From an optimization exercise on the open Yosys and OpenROAD flow, aimed at small area, a short achievable clock period and few clock cycles per item; shortcuts taken in it are not production practice.
The RTL was checked by simulation tests, not by an equivalence proof against the original design.
Power is estimated from default activity; no workload was simulated.

===== design/flow/config.mk =====
export PLATFORM = sky130hd
export DESIGN_NAME = band_topk_balanced_selector
export DESIGN_NICKNAME = band_topk_balanced_selector
export VERILOG_FILES = /design/flow/design.v
export SDC_FILE = /design/flow/constraint.sdc
export NUM_CORES = 4
export LEC_CHECK = 0
export CAP_MARGIN = 20
export CORE_MARGIN = 2
export CORE_UTILIZATION = 40
export SLEW_MARGIN = 20

===== design/flow/constraint.sdc =====
create_clock -name core_clock -period 8.0 [get_ports {i_clk}]
set_input_delay 1.6000 -clock core_clock [delete_from_list [all_inputs] [get_ports {i_clk}]]
set_output_delay 1.6000 -clock core_clock [all_outputs]
set_load 0.01 [all_outputs]

===== design/flow/design.v =====
package bts_pkg;
    localparam int HEAP_SLOTS = 10;
    localparam int ADDR_W     = (HEAP_SLOTS > 1) ? $clog2(HEAP_SLOTS) : 1;
    localparam int CNT_W      = $clog2(HEAP_SLOTS + 1);
    localparam int SCORE_W   = 16;
    localparam int INDEX_W   = 16;
    localparam int BAND_W    = 15;
    localparam int CFG_IDX_W = 1;
    localparam int ENTRY_W   = SCORE_W + INDEX_W;
    localparam logic [CFG_IDX_W-1:0] CFG_BAND_LOW  = 1'b0;
    localparam logic [CFG_IDX_W-1:0] CFG_BAND_HIGH = 1'b1;
    localparam logic [BAND_W-1:0] BAND_LOW_RST  = 15'd8192;
    localparam logic [BAND_W-1:0] BAND_HIGH_RST = 15'd16384;
    localparam logic [1:0] KIND_CLEAR = 2'd0;
    localparam logic [1:0] KIND_OFFER = 2'd1;
    localparam logic [1:0] KIND_DRAIN = 2'd2;
    typedef logic [1:0] t_sel;
    localparam t_sel SEL_CUR = 2'd0;
    localparam t_sel SEL_L   = 2'd1;
    localparam t_sel SEL_R   = 2'd2;
    typedef struct packed {
        logic [1:0]                kind;
        logic signed [SCORE_W-1:0] score;
        logic [INDEX_W-1:0]        item_index;
    } t_in;
    typedef struct packed {
        logic [INDEX_W-1:0] sel_index;
        logic               sel_label;
        logic               sel_valid;
        logic               last;
    } t_out;
    typedef struct packed {
        logic signed [SCORE_W-1:0] score;
        logic [INDEX_W-1:0]        index;
    } t_entry;
endpackage
module bts_ram #(
    parameter int DEPTH = 16,
    parameter int WIDTH = 32,
    parameter int AW    = (DEPTH > 1) ? $clog2(DEPTH) : 1
) (
    input  logic             i_clk,
    input  logic             i_we,
    input  logic [AW-1:0]    i_waddr,
    input  logic [WIDTH-1:0] i_wdata,
    input  logic [AW-1:0]    i_raddr_a,
    input  logic [AW-1:0]    i_raddr_b,
    output logic [WIDTH-1:0] o_rdata_a,
    output logic [WIDTH-1:0] o_rdata_b
);
    logic [WIDTH-1:0] r_mem [DEPTH];
    always_ff @(posedge i_clk) begin
        if (i_we) begin
            r_mem[i_waddr] <= i_wdata;
        end
    end
    always_ff @(posedge i_clk) begin
        o_rdata_a <= r_mem[i_raddr_a];
        o_rdata_b <= r_mem[i_raddr_b];
    end
endmodule
module bts_cmp (
    input  logic                      i_neg,
    input  logic signed [bts_pkg::SCORE_W-1:0] i_cur,
    input  logic signed [bts_pkg::SCORE_W-1:0] i_l,
    input  logic                      i_l_ok,
    input  logic signed [bts_pkg::SCORE_W-1:0] i_r,
    input  logic                      i_r_ok,
    output logic [1:0]                o_sel
);
    logic signed [bts_pkg::SCORE_W-1:0] w_best;
    always_comb begin
        w_best = i_cur;
        o_sel  = bts_pkg::SEL_CUR;
        if (i_l_ok && (i_neg ? (i_l > w_best) : (i_l < w_best))) begin
            o_sel  = bts_pkg::SEL_L;
            w_best = i_l;
        end
        if (i_r_ok && (i_neg ? (i_r > w_best) : (i_r < w_best))) begin
            o_sel = bts_pkg::SEL_R;
        end
    end
endmodule
module band_topk_balanced_selector (
    input  logic                 i_clk,
    input  logic                 i_rst_n,
    input  logic                 i_in_valid,
    output logic                 o_in_ready,
    input  logic [33:0]          i_in_data,
    output logic                 o_out_valid,
    input  logic                 i_out_ready,
    output logic [18:0]          o_out_data,
    input  logic                 i_cfg_valid,
    output logic                 o_cfg_ready,
    input  logic [bts_pkg::CFG_IDX_W-1:0] i_cfg_index,
    input  logic [bts_pkg::BAND_W-1:0]    i_cfg_data
);
    localparam int PTR_W = bts_pkg::ADDR_W + 2;
    localparam logic [PTR_W-1:0] HEAP_N = PTR_W'(bts_pkg::HEAP_SLOTS);
    localparam logic [2:0] S_IDLE     = 3'd0;
    localparam logic [2:0] S_ROOT     = 3'd1;
    localparam logic [2:0] S_STEP     = 3'd2;
    localparam logic [2:0] S_DR_RD    = 3'd3;
    localparam logic [2:0] S_DR_POS   = 3'd4;
    localparam logic [2:0] S_DR_NEG   = 3'd5;
    localparam logic [2:0] S_DR_EMPTY = 3'd6;
    logic [2:0]          r_state, n_state;
    logic                r_neg, n_neg;
    bts_pkg::t_entry              r_hold, n_hold;
    logic                r_hold_used, n_hold_used;
    logic [bts_pkg::ADDR_W-1:0]   r_cur, n_cur;
    logic                r_l_ok, n_l_ok;
    logic                r_r_ok, n_r_ok;
    logic [bts_pkg::HEAP_SLOTS-1:0] r_used_pos, n_used_pos;
    logic [bts_pkg::HEAP_SLOTS-1:0] r_used_neg, n_used_neg;
    logic [bts_pkg::CNT_W-1:0]    r_cnt_pos, n_cnt_pos;
    logic [bts_pkg::CNT_W-1:0]    r_cnt_neg, n_cnt_neg;
    logic [bts_pkg::CNT_W-1:0]    r_rem_pos, n_rem_pos;
    logic [bts_pkg::CNT_W-1:0]    r_rem_neg, n_rem_neg;
    logic [bts_pkg::ADDR_W-1:0]   r_slot, n_slot;
    logic                r_out_valid, n_out_valid;
    bts_pkg::t_out                r_out, n_out;
    logic [bts_pkg::BAND_W-1:0]   r_band_low;
    logic [bts_pkg::BAND_W-1:0]   r_band_high;
    logic                r_ua_pos, r_ub_pos, r_ua_neg, r_ub_neg;
    bts_pkg::t_in                 w_in;
    logic                w_in_acc;
    logic                w_out_free;
    logic                w_emit;
    logic [bts_pkg::SCORE_W:0]    w_mag;
    logic                w_in_band;
    logic [bts_pkg::CNT_W-1:0]    w_min;
    logic [bts_pkg::ENTRY_W-1:0]  w_ram_a_pos, w_ram_b_pos, w_ram_a_neg, w_ram_b_neg;
    bts_pkg::t_entry              w_a_pos, w_b_pos, w_a_neg, w_b_neg;
    bts_pkg::t_entry              w_ea, w_eb;
    logic                w_ua, w_ub;
    logic                w_cmp_l_ok, w_cmp_r_ok;
    bts_pkg::t_sel                w_sel;
    logic [PTR_W-1:0]    w_cl_full, w_cr_full, w_nl_full, w_nr_full;
    logic [bts_pkg::ADDR_W-1:0]   w_next_cur, w_addr_a, w_addr_b;
    logic                w_we;
    bts_pkg::t_entry              w_wdata;
    logic                w_wused;
    logic                w_neg_want;
    assign w_in        = bts_pkg::t_in'(i_in_data);
    assign w_in_acc    = i_in_valid && o_in_ready;
    assign w_out_free  = !r_out_valid || i_out_ready;
    assign o_in_ready  = (r_state == S_IDLE);
    assign o_out_valid = r_out_valid;
    assign o_out_data  = 19'(r_out);
    assign o_cfg_ready = 1'b1;
    assign w_mag = w_in.score[bts_pkg::SCORE_W-1]
                 ? ((bts_pkg::SCORE_W+1)'(0) - {w_in.score[bts_pkg::SCORE_W-1], w_in.score})
                 : {1'b0, w_in.score};
    assign w_in_band = (w_mag > {2'b00, r_band_low}) && (w_mag < {2'b00, r_band_high});
    assign w_min     = (r_cnt_pos < r_cnt_neg) ? r_cnt_pos : r_cnt_neg;
    assign w_a_pos = r_ua_pos ? bts_pkg::t_entry'(w_ram_a_pos) : '0;
    assign w_b_pos = r_ub_pos ? bts_pkg::t_entry'(w_ram_b_pos) : '0;
    assign w_a_neg = r_ua_neg ? bts_pkg::t_entry'(w_ram_a_neg) : '0;
    assign w_b_neg = r_ub_neg ? bts_pkg::t_entry'(w_ram_b_neg) : '0;
    assign w_ea    = r_neg ? w_a_neg : w_a_pos;
    assign w_eb    = r_neg ? w_b_neg : w_b_pos;
    assign w_ua    = r_neg ? r_ua_neg : r_ua_pos;
    assign w_ub    = r_neg ? r_ub_neg : r_ub_pos;
    always_comb begin
        w_cmp_l_ok = 1'b0;
        w_cmp_r_ok = 1'b0;
        if (r_state == S_ROOT) begin
            w_cmp_l_ok = 1'b1;
        end else if (r_state == S_STEP) begin
            w_cmp_l_ok = r_l_ok;
            w_cmp_r_ok = r_r_ok;
        end
    end
    bts_cmp u_cmp (
        .i_neg  (r_neg),
        .i_cur  (r_hold.score),
        .i_l    (w_ea.score),
        .i_l_ok (w_cmp_l_ok),
        .i_r    (w_eb.score),
        .i_r_ok (w_cmp_r_ok),
        .o_sel  (w_sel)
    );
    assign w_cl_full = {1'b0, r_cur, 1'b1};
    assign w_cr_full = w_cl_full + PTR_W'(1);
    always_comb begin
        w_next_cur = '0;
        if (r_state == S_STEP) begin
            w_next_cur = (w_sel == bts_pkg::SEL_R) ? w_cr_full[bts_pkg::ADDR_W-1:0] : w_cl_full[bts_pkg::ADDR_W-1:0];
        end
    end
    assign w_nl_full = {1'b0, w_next_cur, 1'b1};
    assign w_nr_full = w_nl_full + PTR_W'(1);
    always_comb begin
        w_addr_a = w_nl_full[bts_pkg::ADDR_W-1:0];
        w_addr_b = w_nr_full[bts_pkg::ADDR_W-1:0];
        if (r_state == S_IDLE) begin
            w_addr_a = '0;
            w_addr_b = '0;
        end else if (r_state == S_DR_RD || r_state == S_DR_POS || r_state == S_DR_NEG ||
                     r_state == S_DR_EMPTY) begin
            w_addr_a = r_slot;
            w_addr_b = r_slot;
        end
    end
    bts_ram #(.DEPTH(bts_pkg::HEAP_SLOTS), .WIDTH(bts_pkg::ENTRY_W)) u_ram_pos (
        .i_clk     (i_clk),
        .i_we      (w_we && !r_neg),
        .i_waddr   (r_cur),
        .i_wdata   (w_wdata),
        .i_raddr_a (w_addr_a),
        .i_raddr_b (w_addr_b),
        .o_rdata_a (w_ram_a_pos),
        .o_rdata_b (w_ram_b_pos)
    );
    bts_ram #(.DEPTH(bts_pkg::HEAP_SLOTS), .WIDTH(bts_pkg::ENTRY_W)) u_ram_neg (
        .i_clk     (i_clk),
        .i_we      (w_we && r_neg),
        .i_waddr   (r_cur),
        .i_wdata   (w_wdata),
        .i_raddr_a (w_addr_a),
        .i_raddr_b (w_addr_b),
        .o_rdata_a (w_ram_a_neg),
        .o_rdata_b (w_ram_b_neg)
    );
    always_ff @(posedge i_clk) begin
        r_ua_pos <= (PTR_W'(w_addr_a) < HEAP_N) ? r_used_pos[w_addr_a] : 1'b0;
        r_ub_pos <= (PTR_W'(w_addr_b) < HEAP_N) ? r_used_pos[w_addr_b] : 1'b0;
        r_ua_neg <= (PTR_W'(w_addr_a) < HEAP_N) ? r_used_neg[w_addr_a] : 1'b0;
        r_ub_neg <= (PTR_W'(w_addr_b) < HEAP_N) ? r_used_neg[w_addr_b] : 1'b0;
    end
    always_comb begin
        n_state     = r_state;
        n_neg       = r_neg;
        n_hold      = r_hold;
        n_hold_used = r_hold_used;
        n_cur       = r_cur;
        n_l_ok      = r_l_ok;
        n_r_ok      = r_r_ok;
        n_used_pos  = r_used_pos;
        n_used_neg  = r_used_neg;
        n_cnt_pos   = r_cnt_pos;
        n_cnt_neg   = r_cnt_neg;
        n_rem_pos   = r_rem_pos;
        n_rem_neg   = r_rem_neg;
        n_slot      = r_slot;
        n_out       = r_out;
        w_emit      = 1'b0;
        w_we        = 1'b0;
        w_wdata     = r_hold;
        w_wused     = r_hold_used;
        w_neg_want  = r_ua_neg && (r_rem_neg != '0);
        unique case (r_state)
            S_IDLE: begin
                if (w_in_acc) begin
                    unique case (w_in.kind)
                        bts_pkg::KIND_CLEAR: begin
                            n_used_pos = '0;
                            n_used_neg = '0;
                            n_cnt_pos  = '0;
                            n_cnt_neg  = '0;
                        end
                        bts_pkg::KIND_OFFER: begin
                            if (w_in_band) begin
                                n_neg       = w_in.score[bts_pkg::SCORE_W-1];
                                n_hold      = {w_in.score, w_in.item_index};
                                n_hold_used = 1'b1;
                                n_state     = S_ROOT;
                            end
                        end
                        bts_pkg::KIND_DRAIN: begin
                            n_rem_pos = w_min;
                            n_rem_neg = w_min;
                            n_slot    = bts_pkg::ADDR_W'(bts_pkg::HEAP_SLOTS - 1);
                            n_state   = (w_min == '0) ? S_DR_EMPTY : S_DR_RD;
                        end
                        default: ;
                    endcase
                end
            end
            S_ROOT: begin
                if (w_sel != bts_pkg::SEL_L) begin
                    n_hold      = w_ea;
                    n_hold_used = w_ua;
                end else if (!w_ua) begin
                    if (r_neg) begin
                        n_cnt_neg = r_cnt_neg + bts_pkg::CNT_W'(1);
                    end else begin
                        n_cnt_pos = r_cnt_pos + bts_pkg::CNT_W'(1);
                    end
                end
                n_cur   = '0;
                n_l_ok  = (w_nl_full < HEAP_N);
                n_r_ok  = (w_nr_full < HEAP_N);
                n_state = S_STEP;
            end
            S_STEP: begin
                w_we = 1'b1;
                unique case (w_sel)
                    bts_pkg::SEL_L: begin
                        w_wdata = w_ea;
                        w_wused = w_ua;
                        n_cur   = w_next_cur;
                        n_l_ok  = (w_nl_full < HEAP_N);
                        n_r_ok  = (w_nr_full < HEAP_N);
                    end
                    bts_pkg::SEL_R: begin
                        w_wdata = w_eb;
                        w_wused = w_ub;
                        n_cur   = w_next_cur;
                        n_l_ok  = (w_nl_full < HEAP_N);
                        n_r_ok  = (w_nr_full < HEAP_N);
                    end
                    default: begin
                        n_state = S_IDLE;
                    end
                endcase
                if (r_neg) begin
                    n_used_neg[r_cur] = w_wused;
                end else begin
                    n_used_pos[r_cur] = w_wused;
                end
            end
            S_DR_RD: begin
                n_state = S_DR_POS;
            end
            S_DR_POS: begin
                if (r_ua_pos && (r_rem_pos != '0)) begin
                    if (w_out_free) begin
                        w_emit    = 1'b1;
                        n_out     = {w_a_pos.index, 1'b0, 1'b1,
                                      (r_rem_pos == bts_pkg::CNT_W'(1)) && (r_rem_neg == '0)};
                        n_rem_pos = r_rem_pos - bts_pkg::CNT_W'(1);
                        n_state   = S_DR_NEG;
                    end
                end else begin
                    n_state = S_DR_NEG;
                end
            end
            S_DR_NEG: begin
                if (!w_neg_want || w_out_free) begin
                    if (w_neg_want) begin
                        w_emit    = 1'b1;
                        n_out     = {w_a_neg.index, 1'b1, 1'b1,
                                      (r_rem_neg == bts_pkg::CNT_W'(1)) && (r_rem_pos == '0)};
                        n_rem_neg = r_rem_neg - bts_pkg::CNT_W'(1);
                    end
                    if (((r_rem_pos == '0) && (n_rem_neg == '0)) || (r_slot == '0)) begin
                        n_state = S_IDLE;
                    end else begin
                        n_slot  = r_slot - bts_pkg::ADDR_W'(1);
                        n_state = S_DR_RD;
                    end
                end
            end
            S_DR_EMPTY: begin
                if (w_out_free) begin
                    w_emit  = 1'b1;
                    n_out   = {bts_pkg::INDEX_W'(0), 1'b0, 1'b0,
                                      1'b1};
                    n_state = S_IDLE;
                end
            end
            default: begin
                n_state = S_IDLE;
            end
        endcase
        n_out_valid = w_emit ? 1'b1 : (i_out_ready ? 1'b0 : r_out_valid);
    end
    always_ff @(posedge i_clk) begin
        if (!i_rst_n) begin
            r_state     <= S_IDLE;
            r_used_pos  <= '0;
            r_used_neg  <= '0;
            r_cnt_pos   <= '0;
            r_cnt_neg   <= '0;
            r_out_valid <= 1'b0;
            r_band_low  <= bts_pkg::BAND_LOW_RST;
            r_band_high <= bts_pkg::BAND_HIGH_RST;
        end else begin
            r_state     <= n_state;
            r_used_pos  <= n_used_pos;
            r_used_neg  <= n_used_neg;
            r_cnt_pos   <= n_cnt_pos;
            r_cnt_neg   <= n_cnt_neg;
            r_out_valid <= n_out_valid;
            if (i_cfg_valid && o_cfg_ready) begin
                if (i_cfg_index == bts_pkg::CFG_BAND_LOW) begin
                    r_band_low <= i_cfg_data;
                end
                if (i_cfg_index == bts_pkg::CFG_BAND_HIGH) begin
                    r_band_high <= i_cfg_data;
                end
            end
        end
    end
    always_ff @(posedge i_clk) begin
        r_neg       <= n_neg;
        r_hold      <= n_hold;
        r_hold_used <= n_hold_used;
        r_cur       <= n_cur;
        r_l_ok      <= n_l_ok;
        r_r_ok      <= n_r_ok;
        r_rem_pos   <= n_rem_pos;
        r_rem_neg   <= n_rem_neg;
        r_slot      <= n_slot;
        r_out       <= n_out;
    end
endmodule

===== design/flow/run.sh =====
#!/bin/bash
# synth_recipe.tcl (not shown) runs the flow's synth.tcl, then flattens the netlist and writes it again
# the make line also repeats each setting of config.mk as NAME=value (left out here)
make -C /OpenROAD-flow-scripts/flow DESIGN_CONFIG=/design/flow/config.mk WORK_HOME=/design/flow/orfs CLKGATE_MAP_FILE= SYNTH_SCRIPT=/design/flow/synth_recipe.tcl finish

==> impl_metrics.yaml <==
critical_path:
  required_ps: 8370
  cp_cell_sequence: "nor2b_2 > buf_4 > a22o_1 > ha_1 > a21o_1 > a21o_1 > a21oi_1 > nor2_1 > or4_1 > o211ai_4 > buf_4 > mux2i_1 > ha_1 > a21oi_1 > o21ai_0 > and2_1 > or4_1 > a21o_1 > nand3_2 > nand2_1 > buf_12 > o22ai_1 > a22o_1"
  crit_family: "simple AND/OR/NAND/NOR gates"
  cp_max_fo: 20
  start_kind: "flop"
  endpoint_kind: "flop"
  reg2reg_slack_ps: 450
  critPathKind: "reg2reg"
  reg2reg_from: "r_neg"
  critPathBufInv: 3
  slowest_stage: "nor2b_2"
  cp.arrival_ps: 7920
  r2r-end: "u_ram_pos.r_mem[8][9]"
  cpPeakStageDelay_ps: 650
  reg2regPathDepth: 23
  crit_path_frequent_cell: "a21o_1"
clocking:
  cts-htree-levels: 3
  clkSlewWorstSetupHoldPaths_ps: 60
  cts_resized: 0
  cts_tree: "built"
  clock-root-buffer: "clkbuf_16"
  clockBufferDepth: 3
  cts_hold_buf: 0
  cts_buffers: 94
  clock_latency_ps: 680
  numClockSinks: 905
grt:
  grt_max_degree: 198
  grt_pass1_vias: 29800
  overflow: 0
  grt_pass1_wl_um: 197000
  grt_antenna_before_repair: 1
  grt_usage_pct: 23.5
timing:
  fmax_ghz: 0.132
  tns_ps: 0
  hold_violations: 0
  whs_ps: 455
  period_needed_ps: 7550
  setup_violations: 0
  period_share_pct: 94.4
  drv_slew: 0
  rsz0062_at_grt: "no"
  skew_ps: 24.4
  max_slew_margin_pct: 18.8
  tightest_slew_ps: 1220
synthesis:
  ys_warn_count: 3
  synthArstFlopShare_pct: 0
  synthAdderAreaFrac_pct: 2.26
  synthXorXnorAreaFrac_pct: 0.540
  yosysUniqueCellTypes: 71
  avgSynthCellArea_sq_um: 11.9
  synth_seq_area_share_pct: 57.7
  synth_top_family_by_area: "simple AND/OR/NAND/NOR gates"
  synth_mux_area_share_pct: 12.5
  synth-edff-count: 711
  synthCells: 3672
  synthFlopType: "edfxtp_1"
  synth_compound_area_share_pct: 7.87
  yosys.area_share.simple_pct: 16.0
  ys_ff_latch: 905
  syn_nets: 3806
  syn_area_sq_um: 43800
finish:
  num-nets-final: 3794
  area_growth_pct: 13.2
  fin_util_pct: 45.6
  drive_above_1_share_pct: 16.5
place:
  place_hpwl_um: 75200
  gp_congestion: 0.899
  io_buffers: 75
floorplanning:
  fp-row-count: 121
  io_pins: 77
  coreArea_sq_um: 109000
  initial_core_util_pct: 40.3
  die_x_um: 335
  die_area_sq_um: 112000
  die_h_um: 335
power_and_ir_drop:
  clkPwrFrac_pct: 35.6
  seqPwrFrac_pct: 43.4
  internal-power_mw: 9.50
  leakage_nw: 17.4
  comb_power_share_pct: 21.0
  powerDensity_nw_per_um2: 270
  p_sw_share_pct: 29.0
  vdd_drop_max_mv: 0.192
  switchingPower_mw: 3.87
detailed_routing:
  vias: 31100
  remaining_drc_errors: 0
  drtIter0Drc: 3366
  detail-route-antenna-nets: 0
  drt-wirelength-per-cell_um: 26.1
  routed_wl_um: 135000
  dr.pass1.iters: 5
  via_per_inst: 6.03
worst_hold_path:
  whs_path_depth: 2
  min_to: "r_band_low[5]"
  hold_start: "r_band_low[5]"
  min_path_type: "reg2reg"
flow_run:
  cap_violations: 0
status:
  status: "timing/DRC/antenna clean"
==> per-layer routing <==
layer / GRT usage, % / up-vias / wire length (um)
li1: - / 13700 / -
met1: 32.4 / 15800 / 57300
met2: 38.1 / 1366 / 62500
met3: 3.47 / 263 / 10400
met4: 7.80 / 0 / 4300
met5: 0 / - / 0
==> placed cells by master (no fill, tap or decap), types with 22 or more instances in the layout <==
master           instances
nand3_1                 96
nor4_2                  64
a22oi_1                 35
o22ai_1                 36
o211ai_1                22
nand2_1                843
a211oi_1                69
mux4_2                 136
buf_4                   74
a21oi_1                 78
edfxtp_1               711
o21ai_0                104
nor2_1                  64
mux2_2                 130
clkdlybuf4s50_1         75
dfxtp_1                193
xnor2_1                 25
clkbuf_16               95
nor3_1                 140
o21ai_1                 24
a31oi_1                 23
mux2i_1                 93
ha_1                    79
a22o_1                  47
inv_1                   63
nand3b_1                68
and3_1                  70
==> cell families after synthesis <==
group                      count (synthesis)
other                                      1
AOI/OAI and AO/OA                        517
xor gates and xnor gates                  27
DFF                                      905
buffers and inverters                    333
adders and majority gates                 79
and+or+nand+nor                         1451
muxes                                    359
==> registers in the layout, summed over array words and instances, names as in the netlist, 3 cells and up <==
name,flops
r_state,3
r_band_high,15
r_band_low,15
r_used_neg,10
r_cnt_pos,4
r_cur,4
u_ram_pos.r_mem,320
u_ram_neg.r_mem,320
r_cnt_neg,4
u_ram_neg.o_rdata_a,32
r_out,19
r_used_pos,10
r_slot,4
r_rem_pos,4
u_ram_pos.o_rdata_a,32
r_hold,32
r_rem_neg,4
u_ram_neg.o_rdata_b,32
u_ram_pos.o_rdata_b,32
==> worst max-delay path by stage <==
| stage | startpoint | endpoint | slack (ps) | cells after the start |
|---|---|---|---|---|
| 2_1_floorplan | r_neg | u_ram_neg.r_mem[0][30] | 1070 | 26 |
| 3_3_place_gp | r_neg | u_ram_neg.o_rdata_b[6] | 690 | 23 |
| 3_5_place_dp | r_neg | u_ram_neg.o_rdata_b[6] | 500 | 23 |
| 4_1_cts | r_neg | u_ram_neg.o_rdata_b[12] | 480 | 23 |
| 5_1_grt | r_neg | u_ram_neg.o_rdata_b[2] | 60 | 23 |
| 6_report | r_neg | u_ram_pos.r_mem[8][9] | 450 | 23 |
==> power groups by stage <==
stage | logic [mW] | clock network, mW | registers [mW]
global placement | 2.75 | 0 | 5.90
finish | 2.81 | 4.76 | 5.80
global route | 3.02 | 5.01 | 5.82
floorplan | 1.97 | 0 | 5.79
detailed placement | 2.78 | 0 | 5.89
CTS | 2.79 | 4.82 | 5.79
==> timing repair <==
action                     in CTS  in global routing
hold endpoints to repair        0                  0
setup endpoints to repair       0                 15
buffers inserted                0                  0
==> final cells by class <==
cell class / count / area (sq um)
diodes: 2 / 5.00
clock buffers: 123 / 2590
clock inverters: 52 / 753
fillers: 9717 / 59200
inverters: 65 / 244
multi-input cells: 2434 / 17400
flip-flops and latches: 905 / 25200
well taps: 1414 / 1770
repair buffers: 160 / 1530
==> worst min-delay path, cell delays in order (launching register included) <==
cell     delay [ps]
dfxtp_1         310
nand2_1          50
a21oi_1          50
==> Yosys cell counts (22+ instances only) <==
master	count	share of area [%]
nand2_1	845	7.2
nand3_1	99	1.1
mux2_2	130	3.3
a31oi_1	23	0.33
a22o_1	47	0.94
mux2i_1	93	2.1
xnor2_1	25	0.50
mux4_2	136	7.0
o22ai_1	37	0.53
o21ai_1	23	0.26
edfxtp_1	711	49
o211ai_1	22	0.38
nor3_1	142	1.6
buf_2	42	0.48
a22oi_1	35	0.60
a211oi_1	69	1.2
a21oi_1	78	0.89
nor2_1	82	0.70
o21ai_0	106	1.2
clkbuf_1	186	1.6
nand3b_1	68	1.2
nor4_2	64	1.8
inv_1	63	0.54
ha_1	79	2.3
and3_1	70	1.0
dfxtp_1	194	8.9
==> per-stage QoR <==
step	power (mW)	area (sq um)	worst slack [ps]	cells
2_1_floorplan	7.75	43800	1070	3672
3_3_place_gp	8.64	46100	687	4977
3_5_place_dp	8.67	46200	498	4978
4_1_cts	13.4	49500	483	5153
5_1_grt	13.9	49500	64.7	5153
6_report	13.4	49500	451	5155
Testbench counts, summed over its fixed seeds: cycles 27,933, items 4,800.

[re-timing with driven ports]
In the flow no input, the clock included, has a driving cell. The finished layout below was timed again as built, in two steps. Step 1, drivers: a clkbuf_16 drives i_clk and a buf_2 each remaining input, both assumed. Step 2 moves the port delays by t, midway between the first and last clock arrival at a register: inputs arrive t later, outputs are due t later. That takes back most of the time a late clock gives input paths. a / b / c = ideal / step 1 / step 2; a / b = the first two.
t (ns): 0.738
setup slack, ns: 0.451 / 0.451 / 0.451
worst slew at a driven data input, ns: 0.09
After both steps setup and hold are still met in this run. The setup slack of this run moves by 0.000 ns with the drivers and by 0.000 ns with both steps.
